Context: an optimization exercise on an open-source flow, tuned for small area, a short achievable clock period and few clock cycles per item. The choices shown serve that exercise and are no tape-out recipe.
The RTL was checked by simulation tests, not by an equivalence proof against the original design.

==> inputs of lagoon <==
// location_stack_with_search_top
module location_stack_with_search_top #(
    parameter int STACK_DEPTH = lsws_pkg::DEF_STACK_DEPTH,
    parameter int COORD_BITS  = lsws_pkg::DEF_COORD_BITS
) (
    input  logic                   i_clk,
    input  logic                   i_rst_n,
    input  logic                   in_valid,
    output logic                   in_ready,
    input  logic [1:0]             in_action,
    input  logic [COORD_BITS-1:0]  in_loc_row,
    input  logic [COORD_BITS-1:0]  in_loc_col,
    input  logic [2:0]             in_loc_dir,
    output logic                   out_valid,
    input  logic                   out_ready,
    output logic [COORD_BITS-1:0]  out_top_row,
    output logic [COORD_BITS-1:0]  out_top_col,
    output logic [2:0]             out_top_dir,
    output logic                   out_is_empty,
    output logic                   out_found,
    output logic [$clog2(STACK_DEPTH+1)-1:0] out_entry_count,
    output logic [1:0]             out_status
);
    localparam int CW = $clog2(STACK_DEPTH + 1);
    localparam int EW = 2 * COORD_BITS + DIR_BITS;
    localparam int RW = EW + 2 + CW + STATUS_BITS;
    localparam int NG = STACK_DEPTH / 8 + 1;
    logic                   take;
    logic                   r_in_ready;
    logic                   r_v1;
    lsws_pkg::t_cmd                   r_cmd;
    logic [COORD_BITS-1:0]  r_row;
    logic [COORD_BITS-1:0]  r_col;
    logic [DIR_BITS-1:0]    r_dir;
    logic [COORD_BITS-1:0]  r_row_n;    
    logic [COORD_BITS-1:0]  r_col_n;
    logic                   n_full, n_empty, n_off;
    lsws_pkg::t_cmd                   cmd;
    assign in_ready = r_in_ready;
    assign take     = in_valid && r_in_ready;
    always_comb begin
        cmd = '0;
        cmd.status = ST_OK;
        if (take) begin
            case (in_action)
                ACT_PUSH: begin
                    if (n_full) cmd.status = ST_OVERFLOW;
  ...
==> flow/config.mk <==
export PLATFORM = sky130hd
export DESIGN_NAME = location_stack_with_search_top
export DESIGN_NICKNAME = location_stack_with_search_top
export VERILOG_FILES = /design/flow/design.v
export SDC_FILE = /design/flow/constraint.sdc
export NUM_CORES = 4
export LEC_CHECK = 0
export CAP_MARGIN = 20
export CORE_MARGIN = 2
export CORE_UTILIZATION = 55
export CTS_BUF_LIST = sky130_fd_sc_hd__clkbuf_16
export CTS_CLUSTER_DIAMETER = 70
export CTS_CLUSTER_SIZE = 24
export PLACE_DENSITY = 0.65
export SETUP_SLACK_MARGIN = 5
export SLEW_MARGIN = 20
export SYNTH_MEMORY_MAX_BITS = 16384
==> flow/constraint.sdc <==
create_clock -name core_clock -period 8.0 [get_ports {i_clk}]
set_input_delay 1.6000 -clock core_clock [delete_from_list [all_inputs] [get_ports {i_clk}]]
set_output_delay 1.6000 -clock core_clock [all_outputs]
set_load 0.01 [all_outputs]
run.sh (not shown) runs the stock make flow with config.mk's settings and CLKGATE_MAP_FILE= SYNTH_SCRIPT=/design/flow/synth_recipe.tcl, a recipe that flattens the netlist after the stock synthesis.
==> indigo (differences from lagoon) <==
--- a/flow/design.v
+++ b/flow/design.v
@@ -40,18 +40,16 @@
     localparam int NS = STACK_DEPTH + 1
 ) (
     input  logic                  i_clk,
     input  logic                  i_rst_n,
     input  lsws_pkg::t_cmd        i_cmd,
     input  logic [COORD_BITS-1:0] i_row,
     input  logic [COORD_BITS-1:0] i_col,
     input  logic [lsws_pkg::DIR_BITS-1:0] i_dir,
-    input  logic [COORD_BITS-1:0] i_row_n,    
-    input  logic [COORD_BITS-1:0] i_col_n,    
     output logic [NG-1:0]         o_ghit,
     output logic                  o_n_full,
     output logic                  o_n_empty,
     output logic                  o_n_off,
     output logic [CW-1:0]         o_count,
     output logic                  o_empty,
     output logic [EW-1:0]         o_top
 );
@@ -85,23 +83,18 @@
         end
         for (gi = 0; gi < NS; gi++) begin : g_cmp
             if (gi == 0) begin : g_first
                 assign valid[gi] = !r_off && !r_empty;
             end else begin : g_rest
                 assign valid[gi] = r_end_lt_h[gi / 16] ||
                                    (r_end_eq_h[gi / 16] && r_end_lt_l[gi % 16]);
             end
-            if (gi % 2 == 0) begin : g_even
-                assign hit[gi] = valid[gi] &&
-                    (r_slot[gi][EW-1:DIR_BITS] == {i_row, i_col});
-            end else begin : g_odd
-                assign hit[gi] = valid[gi] &&
-                    (r_slot[gi][EW-1:DIR_BITS] == {i_row_n, i_col_n});
-            end
+            assign hit[gi] = valid[gi] &&
+                ((r_slot[gi][EW-1:DIR_BITS] ^ {(EW-DIR_BITS){1'(gi % 2)}}) == {i_row, i_col});
         end
         for (gi = 0; gi < NG; gi++) begin : g_grp
             if ((gi + 1) * 8 <= NS) begin : g_full
                 assign o_ghit[gi] = |hit[gi*8 +: 8];
             end else begin : g_part
                 assign o_ghit[gi] = |hit[NS-1:gi*8];
             end
         end
@@ -181,18 +174,16 @@
     localparam int NG = STACK_DEPTH / 8 + 1;
     logic                   take;
     logic                   r_in_ready;
     logic                   r_v1;
     lsws_pkg::t_cmd                   r_cmd;
     logic [COORD_BITS-1:0]  r_row;
     logic [COORD_BITS-1:0]  r_col;
     logic [DIR_BITS-1:0]    r_dir;
-    logic [COORD_BITS-1:0]  r_row_n;    
-    logic [COORD_BITS-1:0]  r_col_n;
     logic                   n_full, n_empty, n_off;
     lsws_pkg::t_cmd                   cmd;
     assign in_ready = r_in_ready;
     assign take     = in_valid && r_in_ready;
     always_comb begin
         cmd = '0;
         cmd.status = ST_OK;
         if (take) begin
@@ -212,18 +203,16 @@
         cmd.up   = cmd.pop || (!cmd.push && n_off);
         cmd.dn   = !cmd.up;
         cmd.ins1 = cmd.push && n_off;
     end
     always_ff @(posedge i_clk) begin
         r_row <= in_loc_row;
         r_col <= in_loc_col;
         r_dir <= in_loc_dir;
-        r_row_n <= ~in_loc_row;
-        r_col_n <= ~in_loc_col;
         if (!i_rst_n) begin
             r_v1  <= 1'b0;
             r_cmd    <= '0;
             r_cmd.dn <= 1'b1;
         end else begin
             r_v1  <= take;
             r_cmd <= cmd;
         end
@@ -238,18 +227,16 @@
         .NG          (NG)
     ) u_datapath (
         .i_clk    (i_clk),
         .i_rst_n  (i_rst_n),
         .i_cmd    (r_cmd),
         .i_row    (r_row),
         .i_col    (r_col),
         .i_dir    (r_dir),
-        .i_row_n  (r_row_n),
-        .i_col_n  (r_col_n),
         .o_ghit   (ghit),
         .o_n_full (n_full),
         .o_n_empty(n_empty),
         .o_n_off  (n_off),
         .o_count  (count),
         .o_empty  (empty),
         .o_top    (top)
     );
==> cedar (differences from lagoon) <==
--- a/flow/design.v
+++ b/flow/design.v
@@ -29,29 +29,27 @@
 import lsws_pkg::*;
 module lsws_ctrl;
 endmodule
 `timescale 1ns / 1ps
 import lsws_pkg::*;
 module lsws_datapath #(
     parameter int STACK_DEPTH = lsws_pkg::DEF_STACK_DEPTH,
     parameter int COORD_BITS  = lsws_pkg::DEF_COORD_BITS,
-    parameter int NG          = STACK_DEPTH / 8 + 1,
+    parameter int NG          = STACK_DEPTH / 16 + 1,
     localparam int CW = $clog2(STACK_DEPTH + 1),
     localparam int EW = 2 * COORD_BITS + lsws_pkg::DIR_BITS,
     localparam int NS = STACK_DEPTH + 1
 ) (
     input  logic                  i_clk,
     input  logic                  i_rst_n,
     input  lsws_pkg::t_cmd        i_cmd,
     input  logic [COORD_BITS-1:0] i_row,
     input  logic [COORD_BITS-1:0] i_col,
     input  logic [lsws_pkg::DIR_BITS-1:0] i_dir,
-    input  logic [COORD_BITS-1:0] i_row_n,    
-    input  logic [COORD_BITS-1:0] i_col_n,    
     output logic [NG-1:0]         o_ghit,
     output logic                  o_n_full,
     output logic                  o_n_empty,
     output logic                  o_n_off,
     output logic [CW-1:0]         o_count,
     output logic                  o_empty,
     output logic [EW-1:0]         o_top
 );
@@ -85,29 +83,24 @@
         end
         for (gi = 0; gi < NS; gi++) begin : g_cmp
             if (gi == 0) begin : g_first
                 assign valid[gi] = !r_off && !r_empty;
             end else begin : g_rest
                 assign valid[gi] = r_end_lt_h[gi / 16] ||
                                    (r_end_eq_h[gi / 16] && r_end_lt_l[gi % 16]);
             end
-            if (gi % 2 == 0) begin : g_even
-                assign hit[gi] = valid[gi] &&
-                    (r_slot[gi][EW-1:DIR_BITS] == {i_row, i_col});
-            end else begin : g_odd
-                assign hit[gi] = valid[gi] &&
-                    (r_slot[gi][EW-1:DIR_BITS] == {i_row_n, i_col_n});
-            end
+            assign hit[gi] = valid[gi] &&
+                ((r_slot[gi][EW-1:DIR_BITS] ^ {(EW-DIR_BITS){1'(gi % 2)}}) == {i_row, i_col});
         end
         for (gi = 0; gi < NG; gi++) begin : g_grp
-            if ((gi + 1) * 8 <= NS) begin : g_full
-                assign o_ghit[gi] = |hit[gi*8 +: 8];
+            if ((gi + 1) * 16 <= NS) begin : g_full
+                assign o_ghit[gi] = |hit[gi*16 +: 16];
             end else begin : g_part
-                assign o_ghit[gi] = |hit[NS-1:gi*8];
+                assign o_ghit[gi] = |hit[NS-1:gi*16];
             end
         end
     endgenerate
     always_comb begin
         n_count = r_count;
         if (i_cmd.push)     n_count = r_count + CW'(1);
         else if (i_cmd.pop) n_count = r_count - CW'(1);
     end
@@ -173,26 +166,24 @@
     output logic                   out_is_empty,
     output logic                   out_found,
     output logic [$clog2(STACK_DEPTH+1)-1:0] out_entry_count,
     output logic [1:0]             out_status
 );
     localparam int CW = $clog2(STACK_DEPTH + 1);
     localparam int EW = 2 * COORD_BITS + DIR_BITS;
     localparam int RW = EW + 2 + CW + STATUS_BITS;
-    localparam int NG = STACK_DEPTH / 8 + 1;
+    localparam int NG = STACK_DEPTH / 16 + 1;
     logic                   take;
     logic                   r_in_ready;
     logic                   r_v1;
     lsws_pkg::t_cmd                   r_cmd;
     logic [COORD_BITS-1:0]  r_row;
     logic [COORD_BITS-1:0]  r_col;
     logic [DIR_BITS-1:0]    r_dir;
-    logic [COORD_BITS-1:0]  r_row_n;    
-    logic [COORD_BITS-1:0]  r_col_n;
     logic                   n_full, n_empty, n_off;
     lsws_pkg::t_cmd                   cmd;
     assign in_ready = r_in_ready;
     assign take     = in_valid && r_in_ready;
     always_comb begin
         cmd = '0;
         cmd.status = ST_OK;
         if (take) begin
@@ -212,18 +203,16 @@
         cmd.up   = cmd.pop || (!cmd.push && n_off);
         cmd.dn   = !cmd.up;
         cmd.ins1 = cmd.push && n_off;
     end
     always_ff @(posedge i_clk) begin
         r_row <= in_loc_row;
         r_col <= in_loc_col;
         r_dir <= in_loc_dir;
-        r_row_n <= ~in_loc_row;
-        r_col_n <= ~in_loc_col;
         if (!i_rst_n) begin
             r_v1  <= 1'b0;
             r_cmd    <= '0;
             r_cmd.dn <= 1'b1;
         end else begin
             r_v1  <= take;
             r_cmd <= cmd;
         end
@@ -238,18 +227,16 @@
         .NG          (NG)
     ) u_datapath (
         .i_clk    (i_clk),
         .i_rst_n  (i_rst_n),
         .i_cmd    (r_cmd),
         .i_row    (r_row),
         .i_col    (r_col),
         .i_dir    (r_dir),
-        .i_row_n  (r_row_n),
-        .i_col_n  (r_col_n),
         .o_ghit   (ghit),
         .o_n_full (n_full),
         .o_n_empty(n_empty),
         .o_n_off  (n_off),
         .o_count  (count),
         .o_empty  (empty),
         .o_top    (top)
     );
Settings changed: CORE_UTILIZATION 55 to 68, PLACE_DENSITY 0.65 to 0.76.
==> willow (differences from lagoon) <==
==> flow/design.v (replaced) <==
`timescale 1ns / 1ps
package lsws_pkg;
    localparam int DEF_STACK_DEPTH = 256;
    localparam int DEF_COORD_BITS  = 8;
    localparam int DIR_BITS        = 3;
    localparam int ACT_BITS        = 2;
    localparam int STATUS_BITS     = 2;
    typedef enum logic [ACT_BITS-1:0] {
        ACT_PUSH   = 2'd0,
        ACT_POP    = 2'd1,
        ACT_SEARCH = 2'd2
    } t_action;
    typedef enum logic [STATUS_BITS-1:0] {
        ST_OK        = 2'd0,
        ST_OVERFLOW  = 2'd1,
        ST_UNDERFLOW = 2'd2
    } t_status;
    typedef struct packed {
        logic    push;    
        logic    pop;     
        logic    srch;
        logic    up;      
        logic    ins1;    
        t_status status;
    } t_cmd;
endpackage
`timescale 1ns / 1ps
import lsws_pkg::*;
module lsws_ctrl;
endmodule
`timescale 1ns / 1ps
import lsws_pkg::*;
module lsws_datapath #(
    parameter int STACK_DEPTH = lsws_pkg::DEF_STACK_DEPTH,
    parameter int COORD_BITS  = lsws_pkg::DEF_COORD_BITS,
    parameter int NG          = STACK_DEPTH / 16 + 1,
    localparam int CW = $clog2(STACK_DEPTH + 1),
    localparam int EW = 2 * COORD_BITS + lsws_pkg::DIR_BITS,
    localparam int NS = STACK_DEPTH + 1
) (
    input  logic                  i_clk,
    input  logic                  i_rst_n,
    input  lsws_pkg::t_cmd        i_cmd,
    input  logic [COORD_BITS-1:0] i_row,
    input  logic [COORD_BITS-1:0] i_col,
    input  logic [lsws_pkg::DIR_BITS-1:0] i_dir,
    output logic [NG-1:0]         o_ghit,
    output logic                  o_n_full,
    output logic                  o_n_empty,
    output logic                  o_n_off,
    output logic [CW-1:0]         o_count,
    output logic                  o_empty,
    output logic [EW-1:0]         o_top
);
    logic [EW-1:0]  r_slot [NS];
    logic [CW-1:0]  r_count;
    logic           r_full, r_empty, r_off;
    logic [CW-1:0]  r_end;        
    logic [EW-1:0]  din;
    logic [NS-1:0]  hit;
    logic [NS-1:0]  valid;
    logic [CW-1:0]  n_count;
    assign din = {i_row, i_col, i_dir};
    always_ff @(posedge i_clk) begin
        r_slot[0] <= i_cmd.up ? ~r_slot[1] : din;
        r_slot[1] <= i_cmd.up ? ~r_slot[2] : (i_cmd.ins1 ? ~din : ~r_slot[0]);
        r_slot[NS-1] <= i_cmd.up ? '1 : ~r_slot[NS-2];
    end
    genvar gi;
    generate
        for (gi = 2; gi < NS - 1; gi++) begin : g_slot
            always_ff @(posedge i_clk) begin
                r_slot[gi] <= i_cmd.up ? ~r_slot[gi+1] : ~r_slot[gi-1];
            end
        end
        for (gi = 0; gi < NS; gi++) begin : g_cmp
            if (gi == 0) begin : g_first
                assign valid[gi] = !r_off && !r_empty;
            end else begin : g_rest
                assign valid[gi] = (CW'(gi) < r_end);
            end
            assign hit[gi] = valid[gi] &&
                ((r_slot[gi][EW-1:DIR_BITS] ^ {(EW-DIR_BITS){1'(gi % 2)}}) == {i_row, i_col});
        end
        for (gi = 0; gi < NG; gi++) begin : g_grp
            if ((gi + 1) * 16 <= NS) begin : g_full
                assign o_ghit[gi] = |hit[gi*16 +: 16];
            end else begin : g_part
                assign o_ghit[gi] = |hit[NS-1:gi*16];
            end
        end
    endgenerate
    always_comb begin
        n_count = r_count;
        if (i_cmd.push)     n_count = r_count + CW'(1);
        else if (i_cmd.pop) n_count = r_count - CW'(1);
    end
    assign o_n_full  = i_cmd.push ? (r_count == CW'(STACK_DEPTH - 1)) :
                       (i_cmd.pop ? 1'b0 : r_full);
    assign o_n_empty = i_cmd.pop ? (r_count == CW'(1)) :
                       (i_cmd.push ? 1'b0 : r_empty);
    assign o_n_off   = (i_cmd.push || i_cmd.pop) ? r_off : !r_off;
    always_ff @(posedge i_clk) begin
        if (!i_rst_n) begin
            r_count <= '0;
            r_full  <= 1'b0;
            r_empty <= 1'b1;
            r_off   <= 1'b0;
            r_end   <= '0;
        end else begin
            r_count <= n_count;
            r_full  <= o_n_full;
            r_empty <= o_n_empty;
            r_off   <= o_n_off;
            r_end   <= i_cmd.up ? r_end - CW'(1) : r_end + CW'(1);
        end
    end
    assign o_count = r_count;
    assign o_empty = r_empty;
    assign o_top   = r_empty ? '0 : (r_off ? ~r_slot[1] : r_slot[0]);
endmodule
`timescale 1ns / 1ps
import lsws_pkg::*;
module location_stack_with_search_top #(
    parameter int STACK_DEPTH = lsws_pkg::DEF_STACK_DEPTH,
    parameter int COORD_BITS  = lsws_pkg::DEF_COORD_BITS
) (
    input  logic                   i_clk,
    input  logic                   i_rst_n,
    input  logic                   in_valid,
    output logic                   in_ready,
    input  logic [1:0]             in_action,
    input  logic [COORD_BITS-1:0]  in_loc_row,
    input  logic [COORD_BITS-1:0]  in_loc_col,
    input  logic [2:0]             in_loc_dir,
    output logic                   out_valid,
    input  logic                   out_ready,
    output logic [COORD_BITS-1:0]  out_top_row,
    output logic [COORD_BITS-1:0]  out_top_col,
    output logic [2:0]             out_top_dir,
    output logic                   out_is_empty,
    output logic                   out_found,
    output logic [$clog2(STACK_DEPTH+1)-1:0] out_entry_count,
    output logic [1:0]             out_status
);
    localparam int CW = $clog2(STACK_DEPTH + 1);
    localparam int EW = 2 * COORD_BITS + DIR_BITS;
    localparam int RW = EW + 2 + CW + STATUS_BITS;
    localparam int NG = STACK_DEPTH / 16 + 1;
    logic                   take;
    logic                   r_in_ready;
    logic                   r_v1;
    lsws_pkg::t_cmd                   r_cmd;
    logic [COORD_BITS-1:0]  r_row;
    logic [COORD_BITS-1:0]  r_col;
    logic [DIR_BITS-1:0]    r_dir;
    logic                   n_full, n_empty, n_off;
    lsws_pkg::t_cmd                   cmd;
    assign in_ready = r_in_ready;
    assign take     = in_valid && r_in_ready;
    always_comb begin
        cmd = '0;
        cmd.status = ST_OK;
        if (take) begin
            case (in_action)
                ACT_PUSH: begin
                    if (n_full) cmd.status = ST_OVERFLOW;
                    else        cmd.push   = 1'b1;
                end
                ACT_POP: begin
                    if (n_empty) cmd.status = ST_UNDERFLOW;
                    else         cmd.pop    = 1'b1;
                end
                ACT_SEARCH: cmd.srch = 1'b1;
                default: ;
            endcase
        end
        cmd.up   = cmd.pop || (!cmd.push && n_off);
        cmd.ins1 = cmd.push && n_off;
    end
    always_ff @(posedge i_clk) begin
        r_row <= in_loc_row;
        r_col <= in_loc_col;
        r_dir <= in_loc_dir;
        if (!i_rst_n) begin
            r_v1  <= 1'b0;
            r_cmd <= '0;
        end else begin
            r_v1  <= take;
            r_cmd <= cmd;
        end
    end
    logic [NG-1:0]         ghit;
    logic [CW-1:0]         count;
    logic                  empty;
    logic [EW-1:0]         top;
    lsws_datapath #(
        .STACK_DEPTH (STACK_DEPTH),
        .COORD_BITS  (COORD_BITS),
        .NG          (NG)
    ) u_datapath (
        .i_clk    (i_clk),
        .i_rst_n  (i_rst_n),
        .i_cmd    (r_cmd),
        .i_row    (r_row),
        .i_col    (r_col),
        .i_dir    (r_dir),
        .o_ghit   (ghit),
        .o_n_full (n_full),
        .o_n_empty(n_empty),
        .o_n_off  (n_off),
        .o_count  (count),
        .o_empty  (empty),
        .o_top    (top)
    );
    logic                  r_v2;
    logic                  r_srch2;
    logic [STATUS_BITS-1:0] r_st2;
    logic [NG-1:0]         r_ghit;
    logic [RW-1:0]         res;
    always_ff @(posedge i_clk) begin
        r_srch2 <= r_cmd.srch;
        r_st2   <= r_cmd.status;
        r_ghit  <= ghit;
        if (!i_rst_n) r_v2 <= 1'b0;
        else          r_v2 <= r_v1;
    end
    assign res = {top, empty, r_srch2 && (|r_ghit), count, r_st2};
    logic [RW-1:0] r_out;
    logic          r_out_valid;
    logic [RW-1:0] r_q [3];
    logic [1:0]    r_qn, r_wp, r_rp;
    logic          out_en;
    logic          from_q;
    logic          enq;
    logic          n_out_valid;
    logic [1:0]    n_qn;
    assign out_en = !r_out_valid || out_ready;
    assign from_q = (r_qn != 2'd0);
    assign enq    = r_v2 && !(out_en && !from_q);
    logic [1:0]    wp_inc, rp_inc;
    assign wp_inc = (r_wp == 2'd2) ? 2'd0 : r_wp + 2'd1;
    assign rp_inc = (r_rp == 2'd2) ? 2'd0 : r_rp + 2'd1;
    always_comb begin
        n_out_valid = r_out_valid;
        n_qn        = r_qn;
        if (out_en) begin
            n_out_valid = from_q || r_v2;
            if (from_q) n_qn = n_qn - 2'd1;
        end
        if (enq) n_qn = n_qn + 2'd1;
    end
    always_ff @(posedge i_clk) begin
        if (!i_rst_n) begin
            r_out_valid <= 1'b0;
            r_qn        <= '0;
            r_wp        <= '0;
            r_rp        <= '0;
            r_in_ready  <= 1'b1;
        end else begin
            r_out_valid <= n_out_valid;
            r_qn        <= n_qn;
            if (enq)              r_wp <= wp_inc;
            if (out_en && from_q) r_rp <= rp_inc;
            r_in_ready  <= ({2'b0, n_qn} + {3'b0, n_out_valid} + {3'b0, take} +
                            {3'b0, r_v1}) <= 4'd3;
        end
    end
    always_ff @(posedge i_clk) begin
        if (r_v2) r_q[r_wp] <= res;
        if (out_en) r_out <= from_q ? r_q[r_rp] : res;
    end
    assign {out_top_row, out_top_col, out_top_dir, out_is_empty, out_found,
            out_entry_count, out_status} = r_out;
    assign out_valid = r_out_valid;
endmodule
Settings changed: ABC_CLOCK_PERIOD_IN_PS set to 3000, CORE_UTILIZATION 55 to 40, CTS_BUF_LIST sky130_fd_sc_hd__clkbuf_16 to unset, CTS_CLUSTER_DIAMETER 70 to unset, CTS_CLUSTER_SIZE 24 to unset, PLACE_DENSITY 0.65 to unset, SETUP_SLACK_MARGIN 5 to 4.5.
==> results.json <==
{
  "outcome": "no timing/DRC/antenna violations",
  "clk_pin_slew_ps": 60,
  "route.met3.wl_mm": 34.4,
  "final_cells": 24600,
  "cp_cell_sequence": "buf_4 -> nor2b_4 -> nand2_2 -> nor2_2 -> o21ai_0 -> o32ai_1 -> a21oi_1 -> or4_1",
  "dp_cells": 23500
}
-- figures above: willow

==> results.json <==
{
  "dp_cells": 20500,
  "worst_skew_pair.late_latency_ps": 990,
  "multi_input_gates": 11200,
  "outcome": "no timing/DRC/antenna violations",
  "final_cells": 20900,
  "wl_mm": 545,
  "cp_cell_sequence": "buf_6",
  "clk_pin_slew_ps": 100,
  "sh_seq_area_pct": 51.9,
  "route.met3.wl_mm": 43.9,
  "tightestPinTransition_ps": 1250
}
-- figures above: cedar

==> results.json <==
{
  "cp_cell_sequence": "buf_16 -> xnor2_1 -> nand4_1 -> nor3_1 -> nand3_1 -> o41ai_1 -> or4_1",
  "route.met3.wl_mm": 36.7,
  "final_cells": 22000,
  "dp_cells": 21500,
  "clk_pin_slew_ps": 90,
  "outcome": "no timing/DRC/antenna violations",
  "relSlewSlack_pct": 16.6
}
-- figures above: indigo

==> results.json <==
{
  "yosys.area_share.adder_pct": 0.156,
  "outcome": "no timing/DRC/antenna violations",
  "clk_pin_slew_ps": 90,
  "cp_cell_sequence": "buf_4 -> xor2_1 -> nor4_1 -> nand3_1 -> o41ai_1 -> or4_1",
  "route.met3.wl_mm": 55.3,
  "final_cells": 22000,
  "synth-seq-area-share_pct": 54.4,
  "gp_routability_congestion": 0.926,
  "drt-met1-wl_mm": 272
}
-- figures above: lagoon

Testbench counts of lagoon, summed over its fixed seeds: cycles 12,024, items 12,000.
Testbench counts of indigo, summed over its fixed seeds: cycles 12,024, items 12,000.
Testbench counts of cedar, summed over its fixed seeds: cycles 12,024, items 12,000.
Testbench counts of willow, summed over its fixed seeds: cycles 12,024, items 12,000.

## re-timing with driven ports
The flow's constraints put no driver on any port. The routed layouts listed below were extracted and timed again, unchanged, in two steps.
Step 1 (the two cells are an assumption about what drives the block):
set clk [get_ports {i_clk}]
set_driving_cell -lib_cell sky130_fd_sc_hd__clkbuf_16 $clk
set_driving_cell -lib_cell sky130_fd_sc_hd__buf_2 [delete_from_list [all_inputs] $clk]
Step 2, shift: input delay + t, output delay - t, t = (earliest + latest rising clock arrival at the registers) / 2. This alone moves slack from input paths to output paths.
a / b / c = ideal ports / drivers / drivers and shift; a / b = the first two.
| run | t, ns | setup slack, ns | hold WS [ns] | worst setup path after step 2 |
|---|---|---|---|---|
| lagoon | 1.053 | 4.926 / 4.858 / 4.104 | 0.335 / 0.335 / 0.335 | input to register |
| indigo | 1.066 | 4.908 / 4.854 / 4.108 | 0.325 / 0.325 / 0.325 | input to register |
| cedar | 1.089 | 4.936 / 4.821 / 4.107 | 0.333 / 0.333 / 0.333 | input to register |
| willow | 1.163 | 4.406 / 4.406 / 4.247 | 0.327 / 0.327 / 0.327 | input to register |
After both steps setup and hold are still met in every run listed. For cedar, which loses most, drivers alone change the setup slack by -0.115 ns; drivers and shift together by -0.829 ns.
